This design comes from an exercise in tuning for small area on the open sky130 flow, not from production work. The RTL was checked by simulation tests, not by an equivalence proof against the original design. Power figures rest on the tool's default switching activity, not on a simulated workload.

==> job 5354 <==
Design fetch_queue, start of the top module:
module fetch_queue
#(
  parameter int unsigned DATA_W  = DEF_DATA_W,
  parameter int unsigned DEPTH   = DEF_DEPTH,
  parameter int unsigned FETCH_W = DEF_FETCH_W,
  parameter int unsigned ISSUE_W = DEF_ISSUE_W
) (
  input  logic                      CLK,
  input  logic                      RESET,
  input  logic                      FREEZE,
  input  logic                      flush,
  input  logic [FETCH_W-1:0]        fq_in_valid,
  input  logic [FETCH_W*DATA_W-1:0] fq_in_instr,
  input  logic [FETCH_W*DATA_W-1:0] fq_in_pc,
  output logic                      fq_in_ready,
  output logic [ISSUE_W-1:0]        fq_out_valid,
  output logic [ISSUE_W*DATA_W-1:0] fq_out_instr,
  output logic [ISSUE_W*DATA_W-1:0] fq_out_pc,
  input  logic [$clog2(ISSUE_W + 1)-1:0] fq_out_take,
  output logic [$clog2(DEPTH + 1)-1:0]   fq_count
);
  localparam int unsigned W = 2 * DATA_W;    
  logic [3:0][W-1:0] r_bank0;    
  logic [3:0][W-1:0] r_bank1;    
  logic [2:0]        r_head;
  logic [2:0]        r_tail;
  logic [3:0]        r_count;
  logic              r_tail_even;   
  logic       w_ready;
  logic       w_push1, w_push2;    
  logic       w_pop1,  w_pop2;     
  logic [1:0] w_push_n, w_pop_n;
  assign w_ready  = RESET & ~FREEZE & ~flush & ~(r_count[3] | (&r_count[2:0]));
  assign w_push1  = w_ready & fq_in_valid[0];
  assign w_push2  = w_push1 & fq_in_valid[1];
  assign w_push_n = {w_push2, w_push1 & ~w_push2};
  assign w_pop2  = fq_out_take[1] & (r_count > 4'd1);
  assign w_pop1  = ~w_pop2 & (fq_out_take != 2'd0) & (r_count != 4'd0);
  assign w_pop_n = {w_pop2, w_pop1};
  always_ff @(posedge CLK or negedge RESET) begin
    if (!RESET) begin
      r_head  <= '0;
      r_tail  <= '0;
      r_count <= '0;
      r_tail_even <= 1'b1;
    end else if (flush) begin
      r_head  <= '0;
      r_tail  <= '0;
      r_count <= '0;
      r_tail_even <= 1'b1;
    end else if (!FREEZE) begin
  ...
==> module fetch_queue, before the edit <==
module fetch_queue
#(
  parameter int unsigned DATA_W  = DEF_DATA_W,
  parameter int unsigned DEPTH   = DEF_DEPTH,
  parameter int unsigned FETCH_W = DEF_FETCH_W,
  parameter int unsigned ISSUE_W = DEF_ISSUE_W
) (
  input  logic                      CLK,
  input  logic                      RESET,
  input  logic                      FREEZE,
  input  logic                      flush,
  input  logic [FETCH_W-1:0]        fq_in_valid,
  input  logic [FETCH_W*DATA_W-1:0] fq_in_instr,
  input  logic [FETCH_W*DATA_W-1:0] fq_in_pc,
  output logic                      fq_in_ready,
  output logic [ISSUE_W-1:0]        fq_out_valid,
  output logic [ISSUE_W*DATA_W-1:0] fq_out_instr,
  output logic [ISSUE_W*DATA_W-1:0] fq_out_pc,
  input  logic [$clog2(ISSUE_W + 1)-1:0] fq_out_take,
  output logic [$clog2(DEPTH + 1)-1:0]   fq_count
);
  localparam int unsigned W = 2 * DATA_W;    
  logic [3:0][W-1:0] r_bank0;    
  logic [3:0][W-1:0] r_bank1;    
  logic [2:0]        r_head;
  logic [2:0]        r_tail;
  logic [3:0]        r_count;
  logic              r_tail_even;   
  logic       w_ready;
  logic       w_push1, w_push2;    
  logic       w_pop1,  w_pop2;     
  logic [1:0] w_push_n, w_pop_n;
  assign w_ready  = RESET & ~FREEZE & ~flush & ~(r_count[3] | (&r_count[2:0]));
  assign w_push1  = w_ready & fq_in_valid[0];
  assign w_push2  = w_push1 & fq_in_valid[1];
  assign w_push_n = {w_push2, w_push1 & ~w_push2};
  assign w_pop2  = fq_out_take[1] & (r_count > 4'd1);
  assign w_pop1  = ~w_pop2 & (fq_out_take != 2'd0) & (r_count != 4'd0);
  assign w_pop_n = {w_pop2, w_pop1};
  always_ff @(posedge CLK or negedge RESET) begin
    if (!RESET) begin
      r_head  <= '0;
      r_tail  <= '0;
      r_count <= '0;
      r_tail_even <= 1'b1;
    end else if (flush) begin
      r_head  <= '0;
      r_tail  <= '0;
      r_count <= '0;
      r_tail_even <= 1'b1;
    end else if (!FREEZE) begin
      r_tail_even <= r_tail_even ^ w_push_n[0];
      r_head  <= r_head + {1'b0, w_pop_n};
      r_tail  <= r_tail + {1'b0, w_push_n};
      r_count <= r_count + {2'b0, w_push_n} - {2'b0, w_pop_n};
    end
  end
  logic [W-1:0] w_in0, w_in1, w_bus0, w_bus1;
  assign w_in0  = {fq_in_pc[DATA_W-1:0],      fq_in_instr[DATA_W-1:0]};
  assign w_in1  = {fq_in_pc[2*DATA_W-1:DATA_W], fq_in_instr[2*DATA_W-1:DATA_W]};
  logic w_t0, w_t1;    
  assign w_t0   = r_tail_even;
  assign w_t1   = r_tail[0];
  assign w_bus0 = ~((w_in0 & {W{w_t0}}) | (w_in1 & {W{w_t1}}));
  assign w_bus1 = ~((w_in1 & {W{w_t0}}) | (w_in0 & {W{w_t1}}));
  logic [2:0] w_tail1;
  logic [7:0] w_we;
  assign w_tail1 = r_tail + 3'd1;
  always_comb begin
    for (int p = 0; p < 8; p++)
      w_we[p] = (w_push1 & (r_tail == 3'(p))) | (w_push2 & (w_tail1 == 3'(p)));
  end
  always_ff @(posedge CLK) begin
    for (int r = 0; r < 4; r++) begin
      if (w_we[2*r])   r_bank0[r] <= w_bus0;
      if (w_we[2*r+1]) r_bank1[r] <= w_bus1;
    end
  end
  fetch_queue_rotate #(
    .DATA_W  (DATA_W)
  ) u_rotate (
    .i_bank0 (r_bank0),
    .i_bank1 (r_bank1),
    .i_head  (r_head),
    .i_count (r_count),
    .o_valid (fq_out_valid),
    .o_instr (fq_out_instr),
    .o_pc    (fq_out_pc)
  );
  assign fq_in_ready = w_ready;
  assign fq_count    = r_count;
endmodule
==> module fetch_queue_rotate, before the edit <==
module fetch_queue_rotate
#(
  parameter int unsigned DATA_W = DEF_DATA_W
) (
  input  logic [3:0][2*DATA_W-1:0] i_bank0,
  input  logic [3:0][2*DATA_W-1:0] i_bank1,
  input  logic [2:0]               i_head,
  input  logic [3:0]               i_count,
  output logic [1:0]               o_valid,
  output logic [2*DATA_W-1:0]      o_instr,
  output logic [2*DATA_W-1:0]      o_pc
);
  localparam int unsigned W = 2 * DATA_W;
  logic [1:0]   w_row0, w_row1;
  logic [W-1:0] w_b0, w_b1, w_l0, w_l1;
  assign w_row1 = i_head[2:1];
  assign w_row0 = i_head[2:1] + {1'b0, i_head[0]};
  assign w_b0   = i_bank0[w_row0];
  assign w_b1   = i_bank1[w_row1];
  assign o_valid[0] = (i_count != 4'd0);
  assign o_valid[1] = (i_count > 4'd1);
  assign w_l0 = {W{o_valid[0]}} & ~(i_head[0] ? w_b1 : w_b0);
  assign w_l1 = {W{o_valid[1]}} & ~(i_head[0] ? w_b0 : w_b1);
  assign o_instr = {w_l1[DATA_W-1:0], w_l0[DATA_W-1:0]};
  assign o_pc    = {w_l1[W-1:DATA_W], w_l0[W-1:DATA_W]};
endmodule
clock: 5.0 ns
lec_check: 0
cap_margin: 0
core_margin: 2
core_utilization: 40
slew_margin: 0
standard.sh (not shown) runs the stock make flow with config.mk's settings and CLKGATE_MAP_FILE= SYNTH_SCRIPT=/design/flow/synth_recipe.tcl, a recipe that flattens the netlist after the stock synthesis.
==> flow/flow/run.sh <==
#!/bin/bash
export BUFFER_PORTS_ARGS="-buffer_cell sky130_fd_sc_hd__buf_1"
export CTS_ARGS="-sink_clustering_enable -repair_clock_nets -dont_use_dummy_load -buf_list sky130_fd_sc_hd__clkbuf_8 -sink_clustering_size 20 -sink_clustering_max_diameter 80"
bash standard.sh > standard.log 2>&1
==> job 1011: changes against job 5354 <==
--- a/flow/design.v
+++ b/flow/design.v
@@ -62,3 +62,2 @@
   logic [3:0]        r_count;
-  logic              r_tail_even;   
   logic       w_ready;
@@ -79,3 +78,2 @@
       r_count <= '0;
-      r_tail_even <= 1'b1;
     end else if (flush) begin
@@ -84,5 +82,3 @@
       r_count <= '0;
-      r_tail_even <= 1'b1;
     end else if (!FREEZE) begin
-      r_tail_even <= r_tail_even ^ w_push_n[0];
       r_head  <= r_head + {1'b0, w_pop_n};
@@ -95,7 +91,4 @@
   assign w_in1  = {fq_in_pc[2*DATA_W-1:DATA_W], fq_in_instr[2*DATA_W-1:DATA_W]};
-  logic w_t0, w_t1;    
-  assign w_t0   = r_tail_even;
-  assign w_t1   = r_tail[0];
-  assign w_bus0 = ~((w_in0 & {W{w_t0}}) | (w_in1 & {W{w_t1}}));
-  assign w_bus1 = ~((w_in1 & {W{w_t0}}) | (w_in0 & {W{w_t1}}));
+  assign w_bus0 = ~(r_tail[0] ? w_in1 : w_in0);
+  assign w_bus1 = ~(r_tail[0] ? w_in0 : w_in1);
   logic [2:0] w_tail1;
==> flow/flow/run.sh (replaced) <==
#!/bin/bash
export BUFFER_PORTS_ARGS="-buffer_cell sky130_fd_sc_hd__buf_1"
export CTS_ARGS="-sink_clustering_enable -repair_clock_nets -dont_use_dummy_load -buf_list sky130_fd_sc_hd__clkbuf_4"
bash standard.sh > standard.log 2>&1
==> job 9973: changes against job 5354 <==
--- a/flow/design.v
+++ b/flow/design.v
@@ -21,14 +21,68 @@
   localparam int unsigned W = 2 * DATA_W;
-  logic [1:0]   w_row0, w_row1;
-  logic [W-1:0] w_b0, w_b1, w_l0, w_l1;
+  logic [1:0] w_row0, w_row1;
+  logic [3:0] w_sel0, w_sel1;
   assign w_row1 = i_head[2:1];
   assign w_row0 = i_head[2:1] + {1'b0, i_head[0]};
-  assign w_b0   = i_bank0[w_row0];
-  assign w_b1   = i_bank1[w_row1];
+  always_comb begin
+    for (int r = 0; r < 4; r++) begin
+      w_sel0[r] = (w_row0 == 2'(r));
+      w_sel1[r] = (w_row1 == 2'(r));
+    end
+  end
+  logic [W-1:0] w_nb0, w_nb1, w_l0, w_l1;
+  fetch_queue_rowsel #(.W(W)) u_rs0 (.i_d(i_bank0), .i_sel(w_sel0), .o_y(w_nb0));
+  fetch_queue_rowsel #(.W(W)) u_rs1 (.i_d(i_bank1), .i_sel(w_sel1), .o_y(w_nb1));
   assign o_valid[0] = (i_count != 4'd0);
   assign o_valid[1] = (i_count > 4'd1);
-  assign w_l0 = {W{o_valid[0]}} & ~(i_head[0] ? w_b1 : w_b0);
-  assign w_l1 = {W{o_valid[1]}} & ~(i_head[0] ? w_b0 : w_b1);
+  fetch_queue_lane #(.W(W)) u_l0 (.i_nb0(w_nb0), .i_nb1(w_nb1),
+    .i_e(o_valid[0] & ~i_head[0]), .i_o(o_valid[0] & i_head[0]), .o_y(w_l0));
+  fetch_queue_lane #(.W(W)) u_l1 (.i_nb0(w_nb0), .i_nb1(w_nb1),
+    .i_e(o_valid[1] & i_head[0]), .i_o(o_valid[1] & ~i_head[0]), .o_y(w_l1));
   assign o_instr = {w_l1[DATA_W-1:0], w_l0[DATA_W-1:0]};
   assign o_pc    = {w_l1[W-1:DATA_W], w_l0[W-1:DATA_W]};
+endmodule
+module fetch_queue_rowsel
+#(
+  parameter int unsigned W = 64
+) (
+  input  logic [3:0][W-1:0] i_d,
+  input  logic [3:0]        i_sel,
+  output logic [W-1:0]      o_y
+);
+  logic [W-1:0] w_n012, w_n3;
+  fetch_queue_nor3sel #(.W(W)) u_n012 (.i_d(i_d[2:0]), .i_sel(i_sel[2:0]), .o_n(w_n012));
+  fetch_queue_nand    #(.W(W)) u_n3   (.i_a(i_d[3]), .i_b({W{i_sel[3]}}), .o_n(w_n3));
+  fetch_queue_nand    #(.W(W)) u_y    (.i_a(w_n012), .i_b(w_n3), .o_n(o_y));
+endmodule
+module fetch_queue_nor3sel
+#(
+  parameter int unsigned W = 64
+) (
+  input  logic [2:0][W-1:0] i_d,
+  input  logic [2:0]        i_sel,
+  output logic [W-1:0]      o_n
+);
+  assign o_n = ~((i_d[0] & {W{i_sel[0]}}) | (i_d[1] & {W{i_sel[1]}}) | (i_d[2] & {W{i_sel[2]}}));
+endmodule
+module fetch_queue_nand
+#(
+  parameter int unsigned W = 64
+) (
+  input  logic [W-1:0] i_a,
+  input  logic [W-1:0] i_b,
+  output logic [W-1:0] o_n
+);
+  assign o_n = ~(i_a & i_b);
+endmodule
+module fetch_queue_lane
+#(
+  parameter int unsigned W = 64
+) (
+  input  logic [W-1:0] i_nb0,
+  input  logic [W-1:0] i_nb1,
+  input  logic         i_e,      
+  input  logic         i_o,      
+  output logic [W-1:0] o_y
+);
+  assign o_y = (~i_nb0 & {W{i_e}}) | (~i_nb1 & {W{i_o}});
 endmodule
@@ -60,5 +114,5 @@
   logic [2:0]        r_head;
-  logic [2:0]        r_tail;
   logic [3:0]        r_count;
-  logic              r_tail_even;   
+  logic              r_todd;     
+  logic              r_teven;    
   logic       w_ready;
@@ -77,14 +131,14 @@
       r_head  <= '0;
-      r_tail  <= '0;
       r_count <= '0;
-      r_tail_even <= 1'b1;
+      r_todd  <= 1'b0;
+      r_teven <= 1'b1;
     end else if (flush) begin
       r_head  <= '0;
-      r_tail  <= '0;
       r_count <= '0;
-      r_tail_even <= 1'b1;
+      r_todd  <= 1'b0;
+      r_teven <= 1'b1;
     end else if (!FREEZE) begin
-      r_tail_even <= r_tail_even ^ w_push_n[0];
       r_head  <= r_head + {1'b0, w_pop_n};
-      r_tail  <= r_tail + {1'b0, w_push_n};
+      r_todd  <= r_todd  ^ w_push_n[0];
+      r_teven <= r_teven ^ w_push_n[0];
       r_count <= r_count + {2'b0, w_push_n} - {2'b0, w_pop_n};
@@ -92,22 +146,27 @@
   end
+  logic [2:0] w_tail, w_tail1;
+  assign w_tail  = {r_head[2:1] + r_count[2:1] + {1'b0, r_head[0] & r_count[0]}, r_todd};
+  assign w_tail1 = w_tail + 3'd1;
   logic [W-1:0] w_in0, w_in1, w_bus0, w_bus1;
-  assign w_in0  = {fq_in_pc[DATA_W-1:0],      fq_in_instr[DATA_W-1:0]};
-  assign w_in1  = {fq_in_pc[2*DATA_W-1:DATA_W], fq_in_instr[2*DATA_W-1:DATA_W]};
-  logic w_t0, w_t1;    
-  assign w_t0   = r_tail_even;
-  assign w_t1   = r_tail[0];
-  assign w_bus0 = ~((w_in0 & {W{w_t0}}) | (w_in1 & {W{w_t1}}));
-  assign w_bus1 = ~((w_in1 & {W{w_t0}}) | (w_in0 & {W{w_t1}}));
-  logic [2:0] w_tail1;
+  assign w_in0 = {fq_in_pc[DATA_W-1:0],        fq_in_instr[DATA_W-1:0]};
+  assign w_in1 = {fq_in_pc[2*DATA_W-1:DATA_W], fq_in_instr[2*DATA_W-1:DATA_W]};
+  assign w_bus0 = ~((w_in0 & {W{r_teven}}) | (w_in1 & {W{r_todd}}));
+  assign w_bus1 = ~((w_in1 & {W{r_teven}}) | (w_in0 & {W{r_todd}}));
   logic [7:0] w_we;
-  assign w_tail1 = r_tail + 3'd1;
   always_comb begin
     for (int p = 0; p < 8; p++)
-      w_we[p] = (w_push1 & (r_tail == 3'(p))) | (w_push2 & (w_tail1 == 3'(p)));
+      w_we[p] = (w_push1 & (w_tail == 3'(p))) | (w_push2 & (w_tail1 == 3'(p)));
+  end
+  logic [7:0]        w_hold;
+  logic [3:0][W-1:0] w_d0, w_d1;
+  assign w_hold = ~w_we;
+  for (genvar r = 0; r < 4; r++) begin : g_row
+    fetch_queue_load #(.W(W)) u_ld0 (.i_bus(w_bus0), .i_q(r_bank0[r]),
+      .i_load(w_we[2*r]),   .i_hold(w_hold[2*r]),   .o_d(w_d0[r]));
+    fetch_queue_load #(.W(W)) u_ld1 (.i_bus(w_bus1), .i_q(r_bank1[r]),
+      .i_load(w_we[2*r+1]), .i_hold(w_hold[2*r+1]), .o_d(w_d1[r]));
   end
   always_ff @(posedge CLK) begin
-    for (int r = 0; r < 4; r++) begin
-      if (w_we[2*r])   r_bank0[r] <= w_bus0;
-      if (w_we[2*r+1]) r_bank1[r] <= w_bus1;
-    end
+    r_bank0 <= w_d0;
+    r_bank1 <= w_d1;
   end
@@ -127 +186,13 @@
 endmodule
+module fetch_queue_load
+#(
+  parameter int unsigned W = 64
+) (
+  input  logic [W-1:0] i_bus,
+  input  logic [W-1:0] i_q,
+  input  logic         i_load,
+  input  logic         i_hold,    
+  output logic [W-1:0] o_d
+);
+  assign o_d = (i_bus & {W{i_load}}) | (i_q & {W{i_hold}});
+endmodule
==> flow/flow/run.sh (replaced) <==
#!/bin/bash
# Standard layout (the standard.sh) with these changes:
#  - buffers that synthesis (ABC) put on high-fanout nets are removed at
#    floorplan, and repair_design rebuffers those nets;
#  - every input and output port gets the smallest buffer, buf_1;
#  - clock tree: clkbuf_8 only, small sink clusters, no dummy loads.
export REMOVE_ABC_BUFFERS=1
export BUFFER_PORTS_ARGS="-buffer_cell sky130_fd_sc_hd__buf_1"
export CTS_ARGS="-sink_clustering_enable -repair_clock_nets -dont_use_dummy_load -buf_list sky130_fd_sc_hd__clkbuf_8 -sink_clustering_size 16 -sink_clustering_max_diameter 70"
bash standard.sh > standard.log 2>&1
- CORE_UTILIZATION: 40 -> 75
- SYNTH_HIERARCHICAL: not set -> 1
- SYNTH_MINIMUM_KEEP_SIZE: not set -> 0
==> notes.md <==
|  | job 5354 | job 1011 | job 9973 |
|---|---|---|---|
| Result of the run | complete, no violations | complete, no violations | complete, no violations |
| H-tree level count | 1 | 4 | 2 |
| Worst R2R Setup Slack | 1810 ps | 1710 ps | 1150 ps |
| Final layout net count | 1491 | 1607 | 2287 |
| Total stage count of the critical path | 5 | 6 | 8 |
| Clock-pin slew on the worst setup and hold paths | 110 ps | 60 ps | 100 ps |
| Share of synthesized registers carrying an async set or reset | 2.10% | 1.92% | 1.73% |
| Count of flip-flops with a built-in enable after synthesis | 512 | 512 | 0 |
| Synthesized netlist cell count | 1096 | 1081 | 1998 |
| Worst slack after detailed placement | 980 ps | 950 ps | 1180 ps |
| Multiplexer share of the synthesized area | 13.8% | 19.5% | 0.229% |
| Min Tclk post-route | 4290 ps | 4510 ps | 4390 ps |
| Portion of total power attributed to sequential cells | 47.9% | 43.8% | 44.0% |
| Class of the worst hold path | primary input to asynchronous set/reset pin | primary input to flip-flop | primary input to asynchronous set/reset pin |

afterwards: timing with drivers on the ports:
In the flow no input, the clock included, has a driving cell. The finished layouts below were timed again as built, in two steps. Step 1 (the two cells are an assumption about what drives the block):
set clk [get_ports {CLK}]
set_driving_cell -lib_cell sky130_fd_sc_hd__clkbuf_16 $clk
set_driving_cell -lib_cell sky130_fd_sc_hd__buf_2 [delete_from_list [all_inputs] $clk]
Step 2, shift: input delay + t, output delay - t, t = (earliest + latest rising clock arrival at the registers) / 2. This alone moves slack from input paths to output paths. a / b / c = ideal / step 1 / step 2; a / b = the first two.
| run | t, ns | setup WS [ns] | worst data-port slew with drivers (ns) | pins driven straight from the clock port |
|---|---|---|---|---|
| job 5354 | 0.684 | 0.706 / 0.656 / 0.905 | 0.07 | 1 |
| job 1011 | 0.933 | 0.489 / 0.439 / 0.445 | 0.11 | 1 |
| job 9973 | 0.625 | 0.606 / 0.551 / 1.139 | 0.09 | 1 |
After both steps setup and hold are still met in every run listed. The setup slack of job 1011, which loses most, moves by -0.050 ns with the drivers and by -0.044 ns with both steps.
